This design comes from an exercise in tuning for small area, a short achievable clock period and few clock cycles on the open sky130 flow, not from production work.
Function was checked by simulation only, so behaviour that the tests miss may differ from the original.
Power and IR drop assume default switching activity.

Setup of build 9:
// ex_top
module ex_top #(
    parameter int DATA_W = ex_pkg::DATA_W_DEF
) (
    input  logic              clk,
    input  logic              reset_i,
    input  logic              in_valid_i,
    output logic              in_ready_o,
    input  ex_pkg::alu_op_t   aluop_i,
    input  logic [DATA_W-1:0] reg1_i,
    input  logic [DATA_W-1:0] reg2_i,
    input  ex_pkg::reg_addr_t wd_i,
    input  logic              wreg_i,
    output logic              out_valid_o,
    input  logic              out_ready_i,
    output ex_pkg::reg_addr_t wd_o,
    output logic              wreg_o,
    output logic [DATA_W-1:0] wdata_o,
    output logic              overflow_o
);
For scale: about 2,900 cells after synthesis, roughly 230 flip-flops, ~120 I/O pins, roughly 0.025 sq mm of cells after synthesis.
Settings: LEC_CHECK=0, CAP_MARGIN=20, CORE_MARGIN=2, CORE_UTILIZATION=50, SLEW_MARGIN=20; clock period 25.0 ns.
standard.sh (not shown) runs the stock make flow with config.mk's settings and CLKGATE_MAP_FILE= SYNTH_SCRIPT=/design/flow/synth_recipe.tcl, a recipe that flattens the netlist after the stock synthesis.
==> flow/flow/run.sh <==
#!/bin/bash
# The standard layout, with repair_timing aiming at a shorter path than the
# 25 ns clock needs (a larger setup slack margin) and plain buffers (not delay
# cells) on the ports; constraints are unchanged.
set -euo pipefail
bash standard.sh SETUP_SLACK_MARGIN=19 "BUFFER_PORTS_ARGS=-buffer_cell sky130_fd_sc_hd__buf_2" finish > standard_flow.log 2>&1
Testbench counts of build 9, summed over its fixed seeds: cycles 6,532.
Input-level comparison between build 24 and build 9:
# build 9
export LEC_CHECK = 0
export CAP_MARGIN = 20
export CORE_MARGIN = 2
export CORE_UTILIZATION = 50
export SLEW_MARGIN = 20
create_clock -name core_clock -period 25.0 [get_ports {clk}]
# build 24
export LEC_CHECK = 0
export CAP_MARGIN = 20
export CORE_MARGIN = 2
export CORE_UTILIZATION = 40
export SLEW_MARGIN = 20
create_clock -name core_clock -period 25.0 [get_ports {clk}]
==> flow/flow/run.sh <==
#!/bin/bash
# The standard layout, with repair_timing aiming at a shorter path than the
# 25 ns clock needs (a larger setup slack margin); constraints are unchanged.
set -euo pipefail
bash standard.sh SETUP_SLACK_MARGIN=19 finish > standard_flow.log 2>&1
Notes after the runs:
- Clock-pin slew on the worst setup and hold paths delta (build 9 -> build 24): insignificant
- Logic gate share of total power on build 24 is up relative to build 9.
- The via count was comparable across build 9 and build 24.
- [build 24] die area rose about 25% relative to build 9
## Diff of input files: build 48 against build 24
# build 24
export LEC_CHECK = 0
export CAP_MARGIN = 20
export CORE_MARGIN = 2
export CORE_UTILIZATION = 40
export SLEW_MARGIN = 20
create_clock -name core_clock -period 25.0 [get_ports {clk}]
# build 48
export LEC_CHECK = 0
export ABC_AREA = 1
export CAP_MARGIN = 20
export CORE_MARGIN = 2
export CORE_UTILIZATION = 40
export SLEW_MARGIN = 20
create_clock -name core_clock -period 25.0 [get_ports {clk}]
## What came out
Comparing build 48 and build 24, the lower global-route wire length before repair was measured on build 24.
Build 48: all stages complete, timing, DRC and antenna checks passed
Height of the die delta for build 48 relative to build 24: 1.3% lower
Build 24 → build 48: design area up 3.2%, proportion of synthesized area in mux cells shrank by 7.8 points.
Looking at maximum VDD drop across both flows, build 48 is the weaker of the two, with build 24 ahead.
Taking build 24 as 1.0, build 48 lands at 1.10 on total power.
~same CTS clock-pin slew for the worst setup and hold paths in build 48 and build 24
Diff build 48 and build 24: post-layout instance count excluding filler cells lower in build 24
What build 88 does differently from build 48 at the input level:
# build 48
export LEC_CHECK = 0
export ABC_AREA = 1
export CAP_MARGIN = 20
export CORE_MARGIN = 2
export CORE_UTILIZATION = 40
export SLEW_MARGIN = 20
create_clock -name core_clock -period 25.0 [get_ports {clk}]
# build 88
export LEC_CHECK = 0
export CAP_MARGIN = 20
export CORE_MARGIN = 2
export CORE_UTILIZATION = 40
export SLEW_MARGIN = 20
create_clock -name core_clock -period 25.0 [get_ports {clk}]
==> flow/flow/run.sh <==
#!/bin/bash
# The standard layout, with repair_timing aiming at a shorter path than the
# 25 ns clock needs (a larger setup slack margin) and plain buffers (not delay
# cells) on the ports; constraints are unchanged.
set -euo pipefail
bash standard.sh SETUP_SLACK_MARGIN=18.85 "BUFFER_PORTS_ARGS=-buffer_cell sky130_fd_sc_hd__buf_2" finish > standard_flow.log 2>&1
==> notes.md <==
From build 48 to build 88, total of endpoints with negative setup slack in the final report did not move at all.
Build 88 ended up with a lower first-pass GRT wire length than build 48 did.
Going from build 48 to build 88, layout inverter count without the clock tree lost 56%, multi-input combinational cell area picked up an extra 410 sq um, global-route track usage on met2 lost 3.1 points.

-- port drivers added, routing unchanged --
The flow's constraints put no driver on any port. The routed layouts listed below were extracted and timed again, unchanged, in two steps.
Step 1 sets driving cells, clkbuf_16 on the clock port and buf_2 on the other inputs (assumed; they add their load-dependent delay and slew).
Step 2 times the ports against the registers' clock, not the clock port: input delays grow and output delays shrink by t, the midpoint of the rising clock arrivals with the driver on.
Three values: ideal, step 1, step 2; two values: the first two.
run	shift t [ns]	slack for setup (ns)	hold WS [ns]	worst setup path after step 2	cell pins on the clock port's net
build 9	0.627	18.767 / 18.711 / 18.744	0.472 / 0.472 / 0.472	input to register	1
build 24	0.641	18.772 / 18.711 / 18.435	0.476 / 0.476 / 0.476	input to register	1
build 48	0.625	18.752 / 18.692 / 18.365	0.453 / 0.453 / 0.453	input to register	1
build 88	0.631	18.742 / 18.686 / 18.461	0.465 / 0.465 / 0.465	input to register	1
After both steps setup and hold are still met in every run listed. For build 48, which loses most, drivers alone change the setup slack by -0.060 ns; drivers and shift together by -0.387 ns.
